What follows belongs to an exercise in optimizing a design on an open flow for small area; a production flow would make more cautious choices.
Only simulation tests tie the RTL to the original design; equivalence was not proved.
Power is estimated from default activity; no workload was simulated.

$ cat flow/design.v
package unlockerPkg;
    localparam int digitW     = 4;
    localparam int codeDigits = 4;
    localparam int codeW      = digitW * codeDigits;
    localparam int tableDepth = 8;
    localparam int idxW       = 3;
    localparam int countW     = 4;   
    localparam int fullEntry = 8;    
    localparam int nameEntry = 4;    
    localparam int maxAttempts = 3;
    localparam logic [codeW-1:0] defaultName     = 16'h1234;
    localparam logic [codeW-1:0] defaultPassword = 16'h1234;
    typedef enum logic [1:0]
    {
        modeAdmin = 2'd0,
        modeUser  = 2'd1,
        modeGuest = 2'd2
    } userMode_e;
    typedef enum logic [1:0]
    {
        stLocked   = 2'd0,
        stUnlocked = 2'd1,
        stFlagged  = 2'd2
    } sessionState_e;
endpackage
module unlocker
(
    input  logic              clk,
    input  logic              arstN,
    input  logic              locker,
    input  logic              btn1,
    input  logic              btn2,
    input  logic              btn3,
    input  logic              btn4,
    input  logic              btn5,
    input  logic              switch1,
    input  logic [3:0]        inputCount,
    input  logic [unlockerPkg::digitW-1:0] userNameInput0,
    input  logic [unlockerPkg::digitW-1:0] userNameInput1,
    input  logic [unlockerPkg::digitW-1:0] userNameInput2,
    input  logic [unlockerPkg::digitW-1:0] userNameInput3,
    input  logic [unlockerPkg::digitW-1:0] passwordInput0,
    input  logic [unlockerPkg::digitW-1:0] passwordInput1,
    input  logic [unlockerPkg::digitW-1:0] passwordInput2,
    input  logic [unlockerPkg::digitW-1:0] passwordInput3,
    input  logic              flagResolve,
    output logic              lock,
    output logic              flag,
    output logic              flagSelect,
    output logic              resetCount
);
    localparam int D = unlockerPkg::tableDepth;
    localparam int W = unlockerPkg::codeW;
    logic [W-1:0]   nameCode;
    logic [W-1:0]   passwordCode;
    logic [D-1:1]          valid;
    logic [D-1:1][W-1:0]   names;
    logic [D-1:0][W-1:0]   passwords;
    logic [D-1:1]          isUser;      
    logic [1:0]     attempts;
    logic [2:0]     curUser;
    logic [D-1:0]   nameMatch;
    logic           nameHit;
    logic [W-1:0]   hitPassword;
    logic           loginHit;
    logic [2:0]     loginIdx;
    logic [D-1:1]   freeSel;
    logic           full;
    logic           unlocked;
    logic           locked;
    logic           loginTry;
    logic           lockReq;
    logic           go;
    logic           curAdmin;
    logic           curWrite;
    logic           pwWrEn;
    logic           addEn;
    logic           delEn;
    logic [W-1:0]   pwData;
    assign nameCode     = {userNameInput3, userNameInput2, userNameInput1, userNameInput0};
    assign passwordCode = {passwordInput3, passwordInput2, passwordInput1, passwordInput0};
    always_comb
    begin
        nameMatch[0] = (nameCode == unlockerPkg::defaultName);
        for (int i = 1; i < D; i++)
        begin
            nameMatch[i] = valid[i] && (names[i] == nameCode);
        end
    end
    assign nameHit = |nameMatch;
    always_comb
    begin
        hitPassword = '0;
        for (int i = 0; i < D; i++)
        begin
            hitPassword = hitPassword | (passwords[i] & {W{nameMatch[i]}});
        end
    end
    assign loginHit = nameHit && (hitPassword == passwordCode);
    always_comb
    begin
        loginIdx = '0;
        for (int i = 1; i < D; i++)
        begin
            loginIdx = loginIdx | (nameMatch[i] ? 3'(i) : 3'd0);
        end
    end
    always_comb
    begin
        freeSel = '0;
        for (int i = D - 1; i >= 1; i--)
        begin
            if (!valid[i])
            begin
                freeSel    = '0;
                freeSel[i] = 1'b1;
            end
        end
    end
    assign full = &valid;
    assign unlocked = !lock;
    assign locked   = lock && !flag;
    assign loginTry = locked && (inputCount == 4'(unlockerPkg::fullEntry));
    assign lockReq  = locker || btn1;
    assign go       = unlocked && !lockReq;
    assign curAdmin = (curUser == 3'd0);
    always_comb
    begin
        curWrite = curAdmin;
        for (int i = 1; i < D; i++)
        begin
            if (curUser == 3'(i))
            begin
                curWrite = isUser[i];
            end
        end
    end
    assign pwWrEn = go && btn2 && curWrite && (inputCount >= 4'(unlockerPkg::nameEntry));
    assign addEn  = go && !btn2 && btn3 && curAdmin
                 && (inputCount == 4'(unlockerPkg::fullEntry)) && !full && !nameHit;
    assign delEn  = go && !btn2 && !btn3 && btn5 && curAdmin
                 && (inputCount == 4'(unlockerPkg::nameEntry)) && nameHit && !nameMatch[0];
    assign pwData = btn2 ? nameCode : passwordCode;
    always_ff @(posedge clk or negedge arstN)
    begin
        if (!arstN)
        begin
            valid <= '0;
        end
        else
        begin
            for (int i = 1; i < D; i++)
            begin
                if (addEn && freeSel[i])
                begin
                    valid[i] <= 1'b1;
                end
                else if (delEn && nameMatch[i])
                begin
                    valid[i] <= 1'b0;
                end
            end
        end
    end
    always_ff @(posedge clk or negedge arstN)
    begin
        if (!arstN)
        begin
            passwords[0] <= unlockerPkg::defaultPassword;
        end
        else if (pwWrEn && curAdmin)
        begin
            passwords[0] <= nameCode;
        end
    end
    always_ff @(posedge clk)
    begin
        for (int i = 1; i < D; i++)
        begin
            if (addEn && freeSel[i])
            begin
                names[i]  <= nameCode;
                isUser[i] <= switch1;
            end
            if ((addEn && freeSel[i]) || (pwWrEn && curUser == 3'(i)))
            begin
                passwords[i] <= pwData;
            end
        end
    end
    always_ff @(posedge clk or negedge arstN)
    begin
        if (!arstN)
        begin
            lock       <= 1'b1;
            flag       <= 1'b0;
            flagSelect <= 1'b0;
            resetCount <= 1'b0;
            attempts   <= '0;
        end
        else
        begin
            resetCount <= loginTry || pwWrEn || addEn || delEn;
            if (unlocked)
            begin
                if (lockReq)
                begin
                    lock <= 1'b1;
                end
            end
            else if (flag)
            begin
                if (flagResolve)
                begin
                    flag       <= 1'b0;
                    flagSelect <= 1'b0;
                end
            end
            else if (loginTry)
            begin
                if (loginHit)
                begin
                    lock     <= 1'b0;
                    attempts <= '0;
                end
                else
                begin
                    flag <= 1'b1;
                    if (attempts == 2'(unlockerPkg::maxAttempts - 1))
                    begin
                        flagSelect <= 1'b1;
                        attempts   <= '0;
                    end
                    else
                    begin
                        flagSelect <= 1'b0;
                        attempts   <= attempts + 1'b1;
                    end
                end
            end
        end
    end
    always_ff @(posedge clk)
    begin
        if (loginTry && loginHit)
        begin
            curUser <= loginIdx;
        end
    end
endmodule
$ cat flow/flow/run.sh
#!/bin/bash
# The standard layout (standard.sh) with area-oriented settings:
#  - synthesis: synth_recipe.tcl with an area-oriented abc script (flow/synth.tcl, flow/area.abc)
#  - the smallest buffer (buf_1) on every port
#  - CTS with clkbuf_16 leaves on clusters of up to 30 sinks, small root and tree buffers,
#    no dummy loads
#  - after global routing: ORFS's power recovery (RECOVER_POWER, which downsizes cells with
#    slack to spare) and a post-route hook (flow/post_grt.tcl) that repairs any max-slew or
#    max-capacitance violation that leaves
# Every tool's output goes to standard.log here (ORFS's own per-step logs stay under orfs/logs).
set -euo pipefail
here=$(pwd)
export AREA_ABC_SCRIPT=$here/flow/area.abc
bash standard.sh \
  SYNTH_SCRIPT=$here/flow/synth.tcl \
  BUFFER_PORTS_ARGS="-buffer_cell sky130_fd_sc_hd__buf_1" \
  CTS_ARGS="-sink_clustering_enable -repair_clock_nets -sink_clustering_size 30 -sink_clustering_max_diameter 100 -buf_list sky130_fd_sc_hd__clkbuf_16 -root_buf sky130_fd_sc_hd__clkbuf_4 -tree_buf sky130_fd_sc_hd__clkbuf_8 -dont_use_dummy_load" \
  RECOVER_POWER=100 \
  POST_GLOBAL_ROUTE_TCL=$here/flow/post_grt.tcl \
  finish > standard.log 2>&1
$ cat flow/flow/area.abc
strash
&get -n
&b
&dch
&nf -R 1000 -a
&put
$ cat flow/flow/post_grt.tcl
# After ORFS's power recovery (RECOVER_POWER), which downsizes cells on paths with slack
# to spare, repair any max-slew or max-capacitance violation it left, then re-route the
# nets that changed. Done twice.
for {set pass 0} {$pass < 2} {incr pass} {
  global_route -start_incremental
  if { $pass > 0 } {
    repair_timing -recover_power 100 -verbose
  }
  repair_design_helper
  detailed_placement
  global_route -end_incremental -congestion_report_file $::env(REPORTS_DIR)/congestion_post_area_repair_$pass.rpt
  estimate_parasitics -global_routing
}
report_check_types -max_slew -max_capacitance -violators
$ cat flow/flow/synth.tcl
# synth_recipe.tcl with one change: abc maps with this flow's area script (flow/area.abc).
# Registers are mapped by dfflibmap before abc, so they are the standard synthesis's.
proc synth {args} { yosys synth -nofsm -noshare {*}$args }
proc abc {args} {
  set i [lsearch -exact $args -script]
  if { $i >= 0 } {
    set args [lreplace $args $i [expr { $i + 1 }] -script $::env(AREA_ABC_SCRIPT)]
  }
  yosys abc {*}$args
}
source $::env(SCRIPTS_DIR)/synth.tcl
# left out here: clear keep_hierarchy, flatten, clean up, hide names made inside functions, write 1_2_yosys.v
$ cat flow/standard.sh
#!/bin/bash
# synth_recipe.tcl (not shown) runs the flow's synth.tcl, then flattens the netlist and writes it again
# the make line also repeats each setting of config.mk as NAME=value (left out here)
make -C /OpenROAD-flow-scripts/flow DESIGN_CONFIG=/design/flow/config.mk WORK_HOME=/design/flow/orfs CLKGATE_MAP_FILE= SYNTH_SCRIPT=/design/flow/synth_recipe.tcl "${@:-finish}"
$ cat flow/config.mk
export PLATFORM = sky130hd
export DESIGN_NAME = unlocker
export DESIGN_NICKNAME = unlocker
export VERILOG_FILES = /design/flow/design.v
export SDC_FILE = /design/flow/constraint.sdc
export NUM_CORES = 4
export LEC_CHECK = 0
export CAP_MARGIN = 10
export CORE_MARGIN = 2
export CORE_UTILIZATION = 80
export GPL_TIMING_DRIVEN = 1
export PLACE_DENSITY = 0.9
export SLEW_MARGIN = 10
$ cat flow/constraint.sdc
create_clock -name core_clock -period 10.0 [get_ports {clk}]
set_input_delay 2.0000 -clock core_clock [delete_from_list [all_inputs] [get_ports {clk}]]
set_output_delay 2.0000 -clock core_clock [all_outputs]
set_load 0.01 [all_outputs]
==> results of run 1 <==
-- sequential cells by signal, indices dropped and copies added, names as in the netlist --
register	count
isUser	7
flag	1
curUser	3
passwords	128
names	112
lock	1
valid	7
resetCount	1
flagSelect	1
attempts	2
-- metrics by stage --
step / power, µW / hold slack (ns) / instance area (µm²)
detailed placement: 1320 / 0.493 / 11300
finish: 1770 / 0.513 / 11400
CTS: 1770 / 0.515 / 11600
floorplan: 1270 / 0.459 / 10600
global placement: 1320 / 0.472 / 11300
-- final cells by class --
type	count	area (µm²)	area share, %
sequential	263	7760	67.8
multi-input combinational	405	2740	23.9
timing repair buffer	80	329	2.88
clock buffer	12	248	2.16
tap	176	220	1.92
inverter	39	146	1.28
-- worst paths after layout --
check                                  start      endpoint  slack [ns]  depth (start not counted)
max in group asynchronous              arstN      valid[4]        7.88                          2
min in group asynchronous              arstN   attempts[0]        1.55                          2
max reg2reg                         valid[3]    curUser[1]        4.74                         16
min reg2reg                     passwords[5]  passwords[5]        0.51                          2
max                        userNameInput3[0]    curUser[1]        2.40                         18
min                             passwords[5]  passwords[5]        0.51                          2
-- cells by family after synthesis --
group / count (synthesis)
AOI/OAI and AO/OA: 193
DFF: 263
xor gates and xnor gates: 54
and+or+nand+nor: 153
buffers and inverters: 39
muxes: 5
-- power by group through the flow --
stage | combinational [µW] | sequential (µW) | clock, µW
6_report | 92.4 | 1210 | 467
4_1_cts | 92.4 | 1210 | 466
2_1_floorplan | 38.4 | 1230 | 0
3_5_place_dp | 91.7 | 1230 | 0
3_3_place_gp | 84.9 | 1230 | 0
-- routing by layer --
layer  up-vias  global-route usage (%)
met2       668                    65.2
li1       3029                       -
met4         0                    21.8
met1      3491                    47.0
met5         -                       0
met3       148                    6.70
-- cells in the mapped netlist, types with 5 or more instances --
| cell type | n | area, µm² |
|---|---|---|
| a21oi_1 | 33 | 165 |
| a221o_1 | 5 | 50.1 |
| a221oi_1 | 33 | 289 |
| a22o_1 | 20 | 175 |
| a22oi_1 | 33 | 248 |
| and3_1 | 12 | 75.1 |
| clkinv_1 | 39 | 146 |
| dfrtp_1 | 23 | 576 |
| dfstp_2 | 6 | 158 |
| edfxtp_1 | 234 | 7030 |
| mux2_1 | 5 | 56.3 |
| nand2_1 | 37 | 139 |
| nand3_1 | 10 | 50.1 |
| nand4_1 | 10 | 62.6 |
| nor2_1 | 41 | 154 |
| nor3_1 | 8 | 40.0 |
| nor4_1 | 18 | 113 |
| o21ai_0 | 17 | 85.1 |
| o221ai_1 | 5 | 43.8 |
| o22ai_1 | 17 | 106 |
| o2bb2ai_1 | 9 | 78.8 |
| xnor2_1 | 15 | 131 |
| xor2_1 | 39 | 342 |
-- worst max-delay path, delay by kind of cell --
kind	cells	cell delay [ns]
and+or+nand+nor	10	2.65
AOI/OAI and AO/OA	4	0.99
buffers and inverters	4	2.21
==> out/results.tsv, run 1 <==
metric	value	unit
critPathMostFrequentCell	nor4_1	
fin_crit_sh	76.0	%
coreArea	13100	µm²
setup_ws	2.40	ns
ant_nets	0	
overflow	0	
core.rowCount	42	
crit_type	in -> reg	
fp.dieW	119	µm
dieHeight	119	µm
yosysSeqAreaShare	73.1	%
cp-start-kind	input port	
fin_skew	0.0685	ns
timing.fmax	0.132	GHz
dr.pass1.iters	8	
stdcell_count	975	
final-hold-violation-count	0	
drt_wl_total	26800	µm
critical_path_required	10.27	ns
synthCells	707	
swShare	20.6	%
synth-async-reset-ratio	11.0	%
h-tree-depth	1	
grt_pass1_vias	7317	
clkSinkCount	263	
syn-cell-area	10600	µm²
relSlewSlack	12.4	%
syn_nets	753	
p_per_area	154	nW/µm²
grt_max_degree	33	
ys_ff_latch	263	
layout_min_cycle_time	7.60	ns
place_inst	963	
worstSetupEndpointType	register	
highest_layer	met4	
synth-edff-count	234	
ys.flop_type	edfxtp_1	
status	complete, no violations	
cts.repair.resized	0	
hpwl	16900	µm
pwr-share-comb	5.2	%
clockBufferDepth	3	
synthSimpleGateAreaFrac	7.22	%
cts_tree	yes	
fin_nets	847	
critPathArrivalTime	7.87	ns
worstHoldPathType	reg -> reg	
yosysWarnings	1	
clk_pin_slew	0.11	ns
clk_latency	0.63	ns
clkPwrFrac	26.4	%
grt_pass1_wl	40100	µm
synthMuxAreaShare	0.530	%
max_stage_delay	0.92	ns
finish.utilization	87.5	%
clock_tree.root_cell	clkbuf_4	
gp_congestion	0.937	
track_usage	38.3	%
synth-compound-area-share	13.4	%
grt_antenna_before_repair	0	
finalSetupViolCount	0	
switchingPower	364	µW
final_common_cell	edfxtp_1	
maxCapViolCount	0	
io_pins	50	
slew_viol_final	0	
portBuffers	48	
tightest_slew	1.31	ns
wl_met3	3130	µm
post_cts_buffers	0	
fin_setup_tns	0	ns
synth_cell_types	44	
cts_made_buffers	12	
synth_top_family_by_area	compound AO/OA/AOI/OAI gates	
n_fill_cell	558	
num_antenna_cells	0	
vias	7336	
worstPathCellList	buf_1 -> clkbuf_1 -> clkinv_1 -> a221o_1 -> nor4_1 -> nand4_1 -> nor4_1 -> clkbuf_1 -> a22o_1 -> a221oi_1 -> and3_1 -> nand2_1 -> o21ai_0 -> nor4_1 -> nand4_1 -> nor4_1 -> nand4_1 -> nor3_1	
wl_met1	8690	µm
synth_fa_ha_area_share	0	%
p_leak	0.00364	µW
avgSynthCellArea	15.0	µm²
pre_cts_ws	2.86	ns
vias_per_cell	7.52	
ir_drop	193	µV
wire_per_inst	27.5	µm
initial_core_util	81.2	%
internal_power	1400	µW
synth_xor_area_share	4.45	%
cp_slowest_cell	clkbuf_1	
cts.hold.buffers_added	0	
layout_common_cells	edfxtp_1 (234), buf_1 (44), nor2_1 (41), clkinv_1 (39), xor2_1 (39)	
die_area	14200	µm²
final_layout_size_suffix_gt1_share	3.75	%
syn2layout_area_growth	7.74	%
drt_iter0_drc	1253	
drc	0	
dr_wl_met2	13300	µm
path_max_fanout	19	
p_seq_share	68.3	%
==> run 2, diff against run 1 <==
--- a/flow/flow/run.sh
+++ b/flow/flow/run.sh
@@ -15,5 +15,5 @@
   SYNTH_SCRIPT=$here/flow/synth.tcl \
   BUFFER_PORTS_ARGS="-buffer_cell sky130_fd_sc_hd__buf_1" \
-  CTS_ARGS="-sink_clustering_enable -repair_clock_nets -sink_clustering_size 30 -sink_clustering_max_diameter 100 -buf_list sky130_fd_sc_hd__clkbuf_16 -root_buf sky130_fd_sc_hd__clkbuf_4 -tree_buf sky130_fd_sc_hd__clkbuf_8 -dont_use_dummy_load" \
+  CTS_ARGS="-sink_clustering_enable -repair_clock_nets -sink_clustering_size 30 -sink_clustering_max_diameter 60 -buf_list sky130_fd_sc_hd__clkbuf_16 -root_buf sky130_fd_sc_hd__clkbuf_4 -tree_buf sky130_fd_sc_hd__clkbuf_8 -dont_use_dummy_load" \
   RECOVER_POWER=100 \
   POST_GLOBAL_ROUTE_TCL=$here/flow/post_grt.tcl \
==> out/results.tsv, run 2 <==
metric	value	unit	change
crit_type	in -> reg		unchanged
n_fill_cell	562		was 558
path_max_fanout	19		unchanged
relSlewSlack	13.7	%	was 12.4%
final-hold-violation-count	0		unchanged
p_per_area	157	nW/µm²	was 154 nW/µm²
drt_iter0_drc	1139		was 1253
cts.repair.resized	0		unchanged
fp.dieW	119	µm	unchanged
reg2reg_slack	4.70	ns	was 4.74 ns
layout_common_cells	edfxtp_1 (234), buf_1 (44), nor2_1 (41), clkinv_1 (39), xor2_1 (39)		unchanged
layout_min_cycle_time	7.63	ns	was 7.60 ns
final_common_cell	edfxtp_1		unchanged
timing.rr.start	names[89]		was valid[3]
dieHeight	119	µm	unchanged
ir_drop	161	µV	was 193 µV
clock_tree.root_cell	clkbuf_4		unchanged
yosysSeqAreaShare	73.1	%	unchanged
r2r-end	curUser[0]		was curUser[1]
cts_tree	yes		unchanged
coreArea	13100	µm²	unchanged
setup_ws	2.37	ns	was 2.40 ns
cts_made_buffers	14		was 12
syn-cell-area	10600	µm²	unchanged
ant_nets	0		unchanged
hpwl	16900	µm	unchanged
r2r_cells	16		unchanged
grt_pass1_vias	7421		was 7317
seq_area	7760	µm²	unchanged
grt_max_degree	33		unchanged
cts.hold.buffers_added	0		unchanged
worstSetupEndpointType	register		unchanged
clkPwrFrac	28.1	%	was 26.4%
vias_per_cell	7.58		was 7.52
avgSynthCellArea	15.0	µm²	unchanged
die_area	14200	µm²	unchanged
timing.fmax	0.131	GHz	was 0.132 GHz
fin_setup_tns	0	ns	unchanged
tightest_slew	1.28	ns	was 1.31 ns
clkSinkCount	263		unchanged
vias	7415		was 7336
portBuffers	48		unchanged
synthCells	707		unchanged
status	complete, no violations		unchanged
fin_crit_sh	76.3	%	was 76.0%
h-tree-depth	1		unchanged
drc	0		unchanged
track_usage	39.1	%	was 38.3%
placed_area	11300	µm²	unchanged
synthTopCellsByArea	edfxtp_1 (66%), dfrtp_1 (5.4%), xor2_1 (3.2%)		unchanged
slew_viol_final	0		unchanged
finalSetupViolCount	0		unchanged
critical_path.startpoint	userNameInput3[0]		unchanged
yosys.area.top_type	edfxtp_1		unchanged
maxCapViolCount	0		unchanged
worstHoldPathType	reg -> reg		unchanged
fin_skew	0.0715	ns	was 0.0685 ns
cp-start-kind	input port		unchanged
regMostFlops	passwords		unchanged
wire_per_inst	27.9	µm	was 27.5 µm
synth_top_area_share	66.2	%	unchanged
p_seq_share	66.8	%	was 68.3%
grt_antenna_before_repair	1		was 0
clockBufferDepth	3		unchanged
io_pins	50		unchanged
syn_nets	753		unchanged
syn2layout_area_growth	8.22	%	was 7.74%
post_cts_buffers	0		unchanged
yosysWarnings	1		unchanged
initial_core_util	81.2	%	unchanged
multi_input_comb_area	2740	µm²	about the same
ys.flop_type	edfxtp_1		unchanged
reg.largest.list	passwords (128), names (112)		unchanged
clk_pin_slew	0.10	ns	was 0.11 ns
gp_congestion	0.937		unchanged
internal_power	1440	µW	was 1400 µW
largest_register_ffs	128		unchanged
grt_pass1_wl	40700	µm	was 40100 µm
swShare	20.6	%	about the same
pwr-share-comb	5.1	%	was 5.2%
critPathCapture	curUser[0]		was curUser[1]
core.rowCount	42		unchanged
synth.most_common_cell	edfxtp_1		unchanged
overflow	0		unchanged
synth_cell_types	44		unchanged
switchingPower	374	µW	was 364 µW
p_leak	0.00366	µW	was 0.00364 µW
drt_wl_total	27200	µm	was 26800 µm
critical_path_required	10.31	ns	was 10.27 ns
synth-edff-count	234		unchanged
synth-async-reset-ratio	11.0	%	unchanged
critPathArrivalTime	7.94	ns	was 7.87 ns
final_layout_size_suffix_gt1_share	4.00	%	was 3.75%
pre_cts_ws	2.86	ns	unchanged
dr.pass1.iters	6		was 8
design_area	11500	µm²	was 11400 µm²
synth_common_cells	edfxtp_1 (234), nor2_1 (41), clkinv_1 (39), xor2_1 (39), nand2_1 (37)		unchanged
ys_ff_latch	263		unchanged
clk_latency	0.66	ns	was 0.63 ns
fin_nets	849		was 847
-- run 2: cell counts after synthesis --
Identical to the previous run, type by type.
-- run 2: logic make-up after synthesis --
group	synth area share, %
flip-flops	73.1
multiplexers	0.530
AO/OA/AOI/OAI	13.4
AND/OR/NAND/NOR	7.22
XOR/XNOR	4.45
buffers and inverters	1.38
-- run 2: how the worst min path moves through the flow --
stage / startpoint / end / slack, ns / cells past startpoint
after floorplan: passwords[11] / passwords[11] / 0.46 / 1
after global placement: flagSelect / flagSelect / 0.47 / 1
after detailed placement: passwords[11] / passwords[11] / 0.49 / 1
after CTS: passwords[9] / passwords[9] / 0.52 / 2
final: passwords[9] / passwords[9] / 0.53 / 2
-- run 2: metal layers --
| metal | GRT usage (%) | vias to the layer above | wire, µm |
|---|---|---|---|
| li1 | - | 3032 | - |
| met1 | 47.2 | 3565 | 8940 |
| met2 | 66.4 | 655 | 13400 |
| met3 | 7.61 | 163 | 3180 |
| met4 | 22.5 | 0 | 1680 |
| met5 | 0 | - | 0 |
-- run 2: per-stage QoR --
step	utilization [%]	hold WS (ns)	cells	total power, µW
final	87.8	0.525	978	1810
after CTS	88.7	0.524	977	1810
after detailed placement	86.4	0.493	963	1320
after global placement	86.4	0.472	963	1320
after floorplan	-	0.459	707	1270
-- run 2: worst max-delay path, stage by stage --
cell	delay [ns]
buf_1	0.09
clkbuf_1	0.52
clkinv_1	0.65
a221o_1	0.52
nor4_1	0.36
nand4_1	0.19
nor4_1	0.27
clkbuf_1	0.96
a22o_1	0.31
a221oi_1	0.06
and3_1	0.23
nand2_1	0.06
o21ai_0	0.10
nor4_1	0.33
nand4_1	0.17
nor4_1	0.25
nand4_1	0.31
nor3_1	0.56
-- run 2: power by group through the flow --
| stage | sequential, µW | clock [µW] | combinational [µW] |
|---|---|---|---|
| floorplan | 1230 | 0 | 38.4 |
| finish | 1210 | 509 | 92.9 |
| detailed placement | 1230 | 0 | 91.7 |
| CTS | 1210 | 507 | 92.8 |
| global placement | 1230 | 0 | 84.9 |
-- run 2: final cells by class --
type,instances,area share (%)
Multi-Input combinational cell,405,23.8
Antenna cell,1,0.0218
Tap cell,176,1.92
Timing Repair Buffer,80,2.86
Inverter,39,1.27
Clock buffer,14,2.59
Sequential cell,263,67.5
==> run 3, diff against run 2 <==
--- a/flow/flow/run.sh
+++ b/flow/flow/run.sh
@@ -15,5 +15,5 @@
   SYNTH_SCRIPT=$here/flow/synth.tcl \
   BUFFER_PORTS_ARGS="-buffer_cell sky130_fd_sc_hd__buf_1" \
-  CTS_ARGS="-sink_clustering_enable -repair_clock_nets -sink_clustering_size 30 -sink_clustering_max_diameter 60 -buf_list sky130_fd_sc_hd__clkbuf_16 -root_buf sky130_fd_sc_hd__clkbuf_4 -tree_buf sky130_fd_sc_hd__clkbuf_8 -dont_use_dummy_load" \
+  CTS_ARGS="-sink_clustering_enable -repair_clock_nets -sink_clustering_size 30 -sink_clustering_max_diameter 100 -buf_list sky130_fd_sc_hd__clkbuf_16 -root_buf sky130_fd_sc_hd__clkbuf_4 -tree_buf sky130_fd_sc_hd__clkbuf_8 -dont_use_dummy_load" \
   RECOVER_POWER=100 \
   POST_GLOBAL_ROUTE_TCL=$here/flow/post_grt.tcl \
==> flow/flow/post_grt.tcl (replaced) <==
# After global routing: take out the buffers that placement and repair added inside the logic
# (port buffers and clock tree buffers stay), let repair_design buffer again only where a
# max-slew, max-capacitance or fanout limit needs it, then recover area with ORFS's power
# recovery (which downsizes cells with slack to spare) and repair what that leaves.
global_route -start_incremental
set inner_bufs {}
foreach inst [get_cells *] {
  set name [get_full_name $inst]
  set ref [get_property $inst ref_name]
  if { [regexp {^sky130_fd_sc_hd__(clk)?buf_[0-9]+$} $ref]
       && ![regexp {^(input|output)[0-9]+$} $name]
       && ![string match clkbuf_* $name] } {
    lappend inner_bufs $inst
  }
}
puts "area hook: removing [llength $inner_bufs] inner buffers"
if { [llength $inner_bufs] > 0 } {
  remove_buffers $inner_bufs
}
repair_design_helper
repair_timing -recover_power 100 -verbose
repair_design_helper
repair_timing -setup -hold -verbose
detailed_placement
global_route -end_incremental -congestion_report_file $::env(REPORTS_DIR)/congestion_post_area_repair.rpt
estimate_parasitics -global_routing
report_check_types -max_slew -max_capacitance -violators
report_worst_slack -max
report_worst_slack -min
==> out/results.tsv, run 3 <==
metric	value	unit	change
synth_top_area_share	66.2	%	unchanged
clkSinkCount	263		unchanged
yosysSeqAreaShare	73.1	%	unchanged
synthTopCellsByArea	edfxtp_1 (66%), dfrtp_1 (5.4%), xor2_1 (3.2%)		unchanged
placed_area	11300	µm²	unchanged
syn_nets	753		unchanged
synth_common_cells	edfxtp_1 (234), nor2_1 (41), clkinv_1 (39), xor2_1 (39), nand2_1 (37)		unchanged
cts_made_buffers	12		was 14
clockBufferDepth	3		unchanged
syn-cell-area	10600	µm²	unchanged
track_usage	113000	%	
initial_core_util	81.2	%	unchanged
avgSynthCellArea	15.0	µm²	unchanged
yosys.area.top_type	edfxtp_1		unchanged
core.rowCount	42		unchanged
synth.most_common_cell	edfxtp_1		unchanged
ys.flop_type	edfxtp_1		unchanged
ys_ff_latch	263		unchanged
cts.hold.buffers_added	0		unchanged
portBuffers	48		unchanged
synth-async-reset-ratio	11.0	%	unchanged
cts.repair.resized	0		unchanged
yosysWarnings	1		unchanged
post_cts_buffers	0		unchanged
grt_max_degree	33		
hpwl	16900	µm	unchanged
status	stopped before the end		was complete, no violations
io_pins	50		unchanged
clock_tree.root_cell	clkbuf_4		unchanged
synth-edff-count	234		unchanged
h-tree-depth	1		unchanged
dieHeight	119	µm	unchanged
error_line	[ERROR GRT-0232] Routing congestion too high. Check the congestion heatmap in the GUI.		
synth_cell_types	44		unchanged
stop_stage	global routing (5_1_grt)		
synthCells	707		unchanged
overflow	10400000		
gp_congestion	0.937		unchanged
grt_antenna_before_repair	0		
fp.dieW	119	µm	unchanged
## run 3: cell counts after synthesis
No cell type changed its count.
## run 3: cell families after synthesis
| group | share of synthesized area [%] |
|---|---|
| DFF | 73.1 |
| AOI/OAI and AO/OA | 13.4 |
| and+or+nand+nor | 7.22 |
| xor gates and xnor gates | 4.45 |
| buffers and inverters | 1.38 |
| muxes | 0.530 |
## run 3: power by group through the flow
stage	sequential [µW]	clock [µW]	combinational, µW
3_3_place_gp	1230	0	84.9
3_5_place_dp	1230	0	91.7
4_1_cts	1210	466	92.4
2_1_floorplan	1230	0	38.4
## run 3: worst max-delay path by stage
stage               slack (ns)               from  depth (start not counted)    endpoint
floorplan                 2.73  userNameInput0[3]                         15  curUser[0]
global placement          3.17  userNameInput0[3]                         15  curUser[1]
detailed placement        2.86  userNameInput0[3]                         17  curUser[0]
CTS                       3.50  userNameInput0[3]                         17  curUser[1]
## run 3: metrics by stage
| stage | utilization [%] | std cells | setup WS (ns) | power (µW) | hold slack, ns |
|---|---|---|---|---|---|
| floorplan | - | 707 | 2.73 | 1270 | 0.459 |
| global placement | 86.4 | 963 | 3.17 | 1320 | 0.472 |
| detailed placement | 86.4 | 963 | 2.86 | 1320 | 0.493 |
| CTS | 88.3 | 975 | 3.50 | 1770 | 0.515 |
## run 3: routing by layer
metal	GRT overflow	GRT usage, %
met2	2820000	101000
met5	0	4.78
met3	1050000	50200
met1	4720000	171000
met4	1830000	137000

afterwards: timing with drivers on the ports:
The flow's constraints put no driver on any port. The routed layouts listed below were extracted and timed again, unchanged, in two steps. Step 1 sets driving cells, clkbuf_16 on the clock port and buf_2 on the other inputs (assumed; they add their load-dependent delay and slew). Step 2, shift: input delay + t, output delay - t, t = (earliest + latest rising clock arrival at the registers) / 2. This alone moves slack from input paths to output paths. a / b / c = no drivers / after step 1 / after step 2; a / b = the first two.
run | t, ns | setup slack, ns | worst slew at a driven data input, ns
run 1 | 0.625 | 2.400 / 2.412 / 1.786 | 0.05
run 2 | 0.661 | 2.372 / 2.388 / 1.727 | 0.05
After both steps setup and hold are still met in every run listed. For run 2, which loses most, drivers alone change the setup slack by +0.016 ns; drivers and shift together by -0.645 ns.
